What follows belongs to an exercise in optimizing a design on an open flow for small area; a production flow would make more cautious choices. The RTL was checked by simulation tests, not by an equivalence proof against the original design. Power and IR drop assume default switching activity.

==> flow/design.v <==
package rf_pkg;
   localparam int RF_WORD_W = 32;                  
   localparam int RF_ADD_W  = 5;                   
   localparam int RF_BIT_W  = 5;                   
   localparam int RF_CNT_W  = 16;                  
   localparam int RF_REGS   = 32;                  
   typedef logic [RF_WORD_W-1:0] rf_word;
   typedef logic [RF_ADD_W-1:0]  rf_add;
   typedef logic [RF_BIT_W-1:0]  rf_bit;
   typedef logic [RF_CNT_W-1:0]  rf_cnt;
   localparam rf_add RF_ZERO = rf_add'(0);         
endpackage
module see_insert
#(
   parameter bit CNT_EN = 1'b1                     
) (
   input  logic   s_clk_i,                         
   input  logic   arst_n_i,                        
   input  logic   inj_i,                           
   input  rf_pkg::rf_add  inj_add_i,               
   input  rf_pkg::rf_bit  inj_bit_i,               
   output logic [rf_pkg::RF_REGS-1:1] upset_row_o,  
   output rf_pkg::rf_word flip_bit_o,              
   output rf_pkg::rf_cnt  upset_cnt_o              
);
   logic   inj_hit;                                
   assign inj_hit    = inj_i && (inj_add_i != rf_pkg::RF_ZERO);
   assign flip_bit_o = rf_pkg::rf_word'(1) << inj_bit_i;     
   for (genvar i = 1; i < rf_pkg::RF_REGS; i++) begin : g_row
      assign upset_row_o[i] = arst_n_i && inj_i && (inj_add_i == rf_pkg::rf_add'(i));
   end
   if (CNT_EN) begin : g_cnt
      rf_pkg::rf_cnt cnt_q;                        
      always_ff @(posedge s_clk_i or negedge arst_n_i) begin
         if (!arst_n_i) begin
            cnt_q <= '0;
         end else if (inj_hit) begin
            cnt_q <= cnt_q + rf_pkg::rf_cnt'(1);   
         end
      end
      assign upset_cnt_o = cnt_q;
   end else begin : g_no_cnt
      assign upset_cnt_o = '0;                     
   end
endmodule
module register_file
(
   input  logic   s_clk_i,                         
   input  logic   arst_n_i,                        
   input  logic   wb_we_i,                         
   input  rf_pkg::rf_add  wb_add_i,                
   input  rf_pkg::rf_word wb_val_i,                
   input  logic [rf_pkg::RF_REGS-1:1] upset_row_i,  
   input  rf_pkg::rf_word flip_bit_i,              
   input  logic   inj_i,                           
   input  rf_pkg::rf_add  inj_add_i,               
   input  rf_pkg::rf_add  p1_add_i,                
   output rf_pkg::rf_word p1_val_o,                
   input  rf_pkg::rf_add  p2_add_i,                
   output rf_pkg::rf_word p2_val_o                 
);
   logic [rf_pkg::RF_REGS-1:1][rf_pkg::RF_WORD_W-1:0] regs_q;      
   logic [rf_pkg::RF_REGS-1:1] load, hold;         
   logic [rf_pkg::RF_REGS-1:1] sel1, sel2;         
   rf_pkg::rf_word wr_val_n;                       
   logic   same;                                   
   for (genvar i = 1; i < rf_pkg::RF_REGS; i++) begin : g_load
      assign load[i] = !arst_n_i || (wb_we_i && (wb_add_i == rf_pkg::rf_add'(i)));
      assign hold[i] = !load[i];
   end
   assign same     = inj_i && (inj_add_i == wb_add_i);
   assign wr_val_n = ~(arst_n_i ? (wb_val_i ^ (same ? flip_bit_i : '0)) : '0);
   for (genvar i = 1; i < rf_pkg::RF_REGS; i++) begin : g_row
      for (genvar j = 0; j < rf_pkg::RF_WORD_W; j++) begin : g_bit
         rf_cell cell_i (
            .s_clk_i    (s_clk_i),
            .load_i     (load[i]),
            .hold_i     (hold[i]),
            .wr_val_n_i (wr_val_n[j]),
            .flip_i     (upset_row_i[i]),
            .flip_bit_i (flip_bit_i[j]),
            .q_o        (regs_q[i][j])
         );
      end
   end
   for (genvar i = 1; i < rf_pkg::RF_REGS; i++) begin : g_sel
      assign sel1[i] = arst_n_i && (p1_add_i == rf_pkg::rf_add'(i));
      assign sel2[i] = arst_n_i && (p2_add_i == rf_pkg::rf_add'(i));
   end
   for (genvar j = 0; j < rf_pkg::RF_WORD_W; j++) begin : g_rd
      logic [rf_pkg::RF_REGS-1:1] col;             
      for (genvar i = 1; i < rf_pkg::RF_REGS; i++) begin : g_col
         assign col[i] = regs_q[i][j];
      end
      rf_rd_bit rd1_i (.sel_i(sel1), .d_i(col), .y_o(p1_val_o[j]));
      rf_rd_bit rd2_i (.sel_i(sel2), .d_i(col), .y_o(p2_val_o[j]));
   end
endmodule
module rf_cell
(
   input  logic   s_clk_i,                         
   input  logic   load_i,                          
   input  logic   hold_i,                          
   input  logic   wr_val_n_i,                      
   input  logic   flip_i,                          
   input  logic   flip_bit_i,                      
   output logic   q_o                              
);
   logic hold_n;                                   
   logic d;                                        
   rf_flip flip_u (.q_i(q_o), .row_i(flip_i), .col_i(flip_bit_i), .hold_n_o(hold_n));
   rf_oai22 sel_u (.a0_i(hold_i), .a1_i(wr_val_n_i), .b0_i(load_i), .b1_i(hold_n), .y_o(d));
   always_ff @(posedge s_clk_i) begin
      q_o <= d;
   end
endmodule
module rf_flip
(
   input  logic   q_i,
   input  logic   row_i,
   input  logic   col_i,
   output logic   hold_n_o
);
   assign hold_n_o = ~(q_i ^ (row_i & col_i));
endmodule
module rf_oai22
(
   input  logic   a0_i, a1_i, b0_i, b1_i,
   output logic   y_o
);
   assign y_o = ~((a0_i | a1_i) & (b0_i | b1_i));
endmodule
module rf_aoi222
(
   input  logic   a0_i, a1_i, b0_i, b1_i, c0_i, c1_i,
   output logic   y_o
);
   assign y_o = ~((a0_i & a1_i) | (b0_i & b1_i) | (c0_i & c1_i));
endmodule
module rf_rd_bit
(
   input  logic [rf_pkg::RF_REGS-1:1] sel_i,       
   input  logic [rf_pkg::RF_REGS-1:1] d_i,         
   output logic   y_o                              
);
   logic [10:0] t_n;                               
   for (genvar k = 0; k < 10; k++) begin : g_grp
      rf_aoi222 aoi_i (
         .a0_i (sel_i[3*k+1]), .a1_i (d_i[3*k+1]),
         .b0_i (sel_i[3*k+2]), .b1_i (d_i[3*k+2]),
         .c0_i (sel_i[3*k+3]), .c1_i (d_i[3*k+3]),
         .y_o  (t_n[k])
      );
   end
   assign t_n[10] = ~(sel_i[31] & d_i[31]);
   assign y_o = ~&t_n;
endmodule
module rf_top
#(
   parameter bit CNT_EN = 1'b1                     
) (
   input  logic   s_clk_i,                         
   input  logic   arst_n_i,                        
   input  logic   wb_we_i,                         
   input  rf_pkg::rf_add  wb_add_i,                
   input  rf_pkg::rf_word wb_val_i,                
   input  rf_pkg::rf_add  p1_add_i,                
   output rf_pkg::rf_word p1_val_o,                
   input  rf_pkg::rf_add  p2_add_i,                
   output rf_pkg::rf_word p2_val_o,                
   input  logic   inj_i,                           
   input  rf_pkg::rf_add  inj_add_i,               
   input  rf_pkg::rf_bit  inj_bit_i,               
   output rf_pkg::rf_cnt  upset_cnt_o              
);
   logic [rf_pkg::RF_REGS-1:1] upset_row;          
   rf_pkg::rf_word             flip_bit;           
   see_insert #(
      .CNT_EN       (CNT_EN)
   ) see_i (
      .s_clk_i      (s_clk_i),
      .arst_n_i     (arst_n_i),
      .inj_i        (inj_i),
      .inj_add_i    (inj_add_i),
      .inj_bit_i    (inj_bit_i),
      .upset_row_o  (upset_row),
      .flip_bit_o   (flip_bit),
      .upset_cnt_o  (upset_cnt_o)
   );
   register_file rf_i (
      .s_clk_i      (s_clk_i),
      .arst_n_i     (arst_n_i),
      .wb_we_i      (wb_we_i),
      .wb_add_i     (wb_add_i),
      .wb_val_i     (wb_val_i),
      .upset_row_i  (upset_row),
      .flip_bit_i   (flip_bit),
      .inj_i        (inj_i),
      .inj_add_i    (inj_add_i),
      .p1_add_i     (p1_add_i),
      .p1_val_o     (p1_val_o),
      .p2_add_i     (p2_add_i),
      .p2_val_o     (p2_val_o)
   );
endmodule
export LEC_CHECK = 0
export CAP_MARGIN = 20
export CELL_PAD_IN_SITES_DETAIL_PLACEMENT = 1
export CELL_PAD_IN_SITES_GLOBAL_PLACEMENT = 1
export CORE_MARGIN = 2
export CORE_UTILIZATION = 35
export CTS_CLUSTER_DIAMETER = 80
export CTS_CLUSTER_SIZE = 24
export SETUP_SLACK_MARGIN = 0.2
export SLEW_MARGIN = 20
export SYNTH_HIERARCHICAL = 1
export BUFFER_PORTS_ARGS = -buffer_cell sky130_fd_sc_hd__buf_2
export CTS_ARGS = -sink_clustering_enable -repair_clock_nets -sink_clustering_size 8 -sink_clustering_max_diameter 42 -dont_use_dummy_load -buf_list "sky130_fd_sc_hd__clkbuf_4 sky130_fd_sc_hd__clkbuf_8" -sink_clustering_buffer sky130_fd_sc_hd__clkbuf_4 -root_buf sky130_fd_sc_hd__clkbuf_8
create_clock -name core_clock -period 5.5 [get_ports {s_clk_i}]
standard.sh (not shown) runs the stock make flow with config.mk's settings and CLKGATE_MAP_FILE= SYNTH_SCRIPT=/design/flow/synth_recipe.tcl, a recipe that flattens the netlist after the stock synthesis.
==> flow/flow/run.sh <==
#!/bin/bash
# Own flow: the standard layout (bash standard.sh) with two changes to how it is made:
#  - the port buffers are plain buffers (sky130_fd_sc_hd__buf_2) in place of the delay
#    cell that buffer_ports picks by itself;
#  - clock tree synthesis uses clkbuf_8, clusters up to 16 flip-flops within 60 um per
#    leaf buffer, and inserts no dummy loads.
# ORFS writes each step's full log under orfs/logs/; standard.sh's own output goes to
# standard.log here.
set -euo pipefail
cd "$(dirname "${BASH_SOURCE[0]}")/.."
cat >> config.mk <<'EOC'
export BUFFER_PORTS_ARGS = -buffer_cell sky130_fd_sc_hd__buf_2
export CTS_ARGS = -sink_clustering_enable -repair_clock_nets -sink_clustering_size 8 -sink_clustering_max_diameter 42 -dont_use_dummy_load -buf_list "sky130_fd_sc_hd__clkbuf_4 sky130_fd_sc_hd__clkbuf_8" -sink_clustering_buffer sky130_fd_sc_hd__clkbuf_4 -root_buf sky130_fd_sc_hd__clkbuf_8
EOC
bash standard.sh > standard.log 2>&1
The first run completed with no timing, DRC or antenna violations.
Next try:
==> flow/flow/run.sh (replaced) <==
#!/bin/bash
# Own flow: the standard layout, with the port buffers made of plain buffers
# (sky130_fd_sc_hd__buf_2) in place of the delay cell buffer_ports would pick.
set -euo pipefail
cd "$(dirname "${BASH_SOURCE[0]}")/.."
echo 'export BUFFER_PORTS_ARGS = -buffer_cell sky130_fd_sc_hd__buf_2' >> config.mk
bash standard.sh > standard.log 2>&1
CTS_ARGS = not set   (was -sink_clustering_enable -repair_clock_nets -sink_clustering_size 8 -sink_clustering_max_diameter 42 -dont_use_dummy_load -buf_list "sky130_fd_sc_hd__clkbuf_4 sky130_fd_sc_hd__clkbuf_8" -sink_clustering_buffer sky130_fd_sc_hd__clkbuf_4 -root_buf sky130_fd_sc_hd__clkbuf_8)
Result:
- design area is higher by 1.8%
- worst hold slack hardly moves
- die area stays the same
Next try:
==> flow/flow/run.sh (replaced) <==
#!/bin/bash
set -euo pipefail
cd "$(dirname "${BASH_SOURCE[0]}")/.."
cat >> config.mk <<'EOC'
export BUFFER_PORTS_ARGS = -buffer_cell sky130_fd_sc_hd__buf_1
export CTS_ARGS = -sink_clustering_enable -repair_clock_nets -sink_clustering_size 16 -sink_clustering_max_diameter 60 -dont_use_dummy_load -buf_list sky130_fd_sc_hd__clkbuf_8
EOC
bash standard.sh > standard.log 2>&1
BUFFER_PORTS_ARGS = -buffer_cell sky130_fd_sc_hd__buf_1   (was -buffer_cell sky130_fd_sc_hd__buf_2)
CTS_ARGS = -sink_clustering_enable -repair_clock_nets -sink_clustering_size 16 -sink_clustering_max_diameter 60 -dont_use_dummy_load -buf_list sky130_fd_sc_hd__clkbuf_8   (was not set)
CTS_CLUSTER_DIAMETER = not set   (was 80)
CTS_CLUSTER_SIZE = not set   (was 24)
SETUP_SLACK_MARGIN = 0   (was 0.2)
The changed run finished but failed the layout checks on setup timing.
Clock power went down by 22%.
Area after synthesis stays the same.
Sequential cell count does not change.
Routed wire length is about the same.
Clock skew grows by 28 ps.
Die area is unchanged.
Maximum frequency falls by 6.1%.
Via count is lower by 0.56%.
Total power falls by 7.7%.
Next try:
==> flow/flow/run.sh (replaced) <==
#!/bin/bash
# Own flow: the standard layout (bash standard.sh) with two changes to how it is made:
#  - the port buffers are plain buffers (sky130_fd_sc_hd__buf_2) in place of the delay
#    cell that buffer_ports picks by itself;
#  - clock tree synthesis uses clkbuf_8, clusters up to 16 flip-flops within 60 um per
#    leaf buffer, and inserts no dummy loads.
# ORFS writes each step's full log under orfs/logs/; standard.sh's own output goes to
# standard.log here.
set -euo pipefail
cd "$(dirname "${BASH_SOURCE[0]}")/.."
cat >> config.mk <<'EOC'
export BUFFER_PORTS_ARGS = -buffer_cell sky130_fd_sc_hd__buf_2
export CTS_ARGS = -sink_clustering_enable -repair_clock_nets -sink_clustering_size 16 -sink_clustering_max_diameter 60 -dont_use_dummy_load -buf_list sky130_fd_sc_hd__clkbuf_8
EOC
bash standard.sh > standard.log 2>&1
BUFFER_PORTS_ARGS = -buffer_cell sky130_fd_sc_hd__buf_2   (was -buffer_cell sky130_fd_sc_hd__buf_1)
GPL_ROUTABILITY_DRIVEN = 0   (was not set)
SETUP_SLACK_MARGIN = 0.2   (was 0)
=>
- Now the flow produced a clean layout
- routed wire length grows by 2.4%
- worst setup slack improves by 200 ps
- die area is unchanged
- clock power goes down by about 2%
- combinational power stays flat
- register-to-register slack gains 70 ps
- via count is higher by 1.1%
- critical path depth does not change
- synthesized area is unchanged

## what the ideal ports hide
Ports are ideal in the flow. The routed layouts listed here were re-timed in OpenROAD. Step 1 (the two cells are an assumption about what drives the block):
set clk [get_ports {s_clk_i}]
set_driving_cell -lib_cell sky130_fd_sc_hd__clkbuf_16 $clk
set_driving_cell -lib_cell sky130_fd_sc_hd__buf_2 [delete_from_list [all_inputs] $clk]
Step 2 adds t to the input delays and takes it off the output delays; t is the mean of the earliest and latest rising clock arrival at the registers after step 1. Input paths then give back, and output paths get back, about the clock's delay inside the block. a / b / c = no drivers / after step 1 / after step 2; a / b = the first two.
run | t (ns) | setup WS [ns] | worst setup path at the end | clock arrival spread, ns
the first run | 0.968 | 0.170 / 0.112 / 0.112 | input to output | 0.139 / 0.139
the second run | 0.787 | 0.227 / 0.203 / 0.203 | input to output | 0.059 / 0.059
the third run | 0.952 | -0.116 / -0.138 / -0.138 | input to output | 0.119 / 0.119
the fourth run | 0.930 | 0.081 / 0.059 / 0.059 | input to output | 0.152 / 0.152
The setup slack of the first run, which loses most, moves by -0.058 ns with the drivers and by -0.058 ns with both steps.
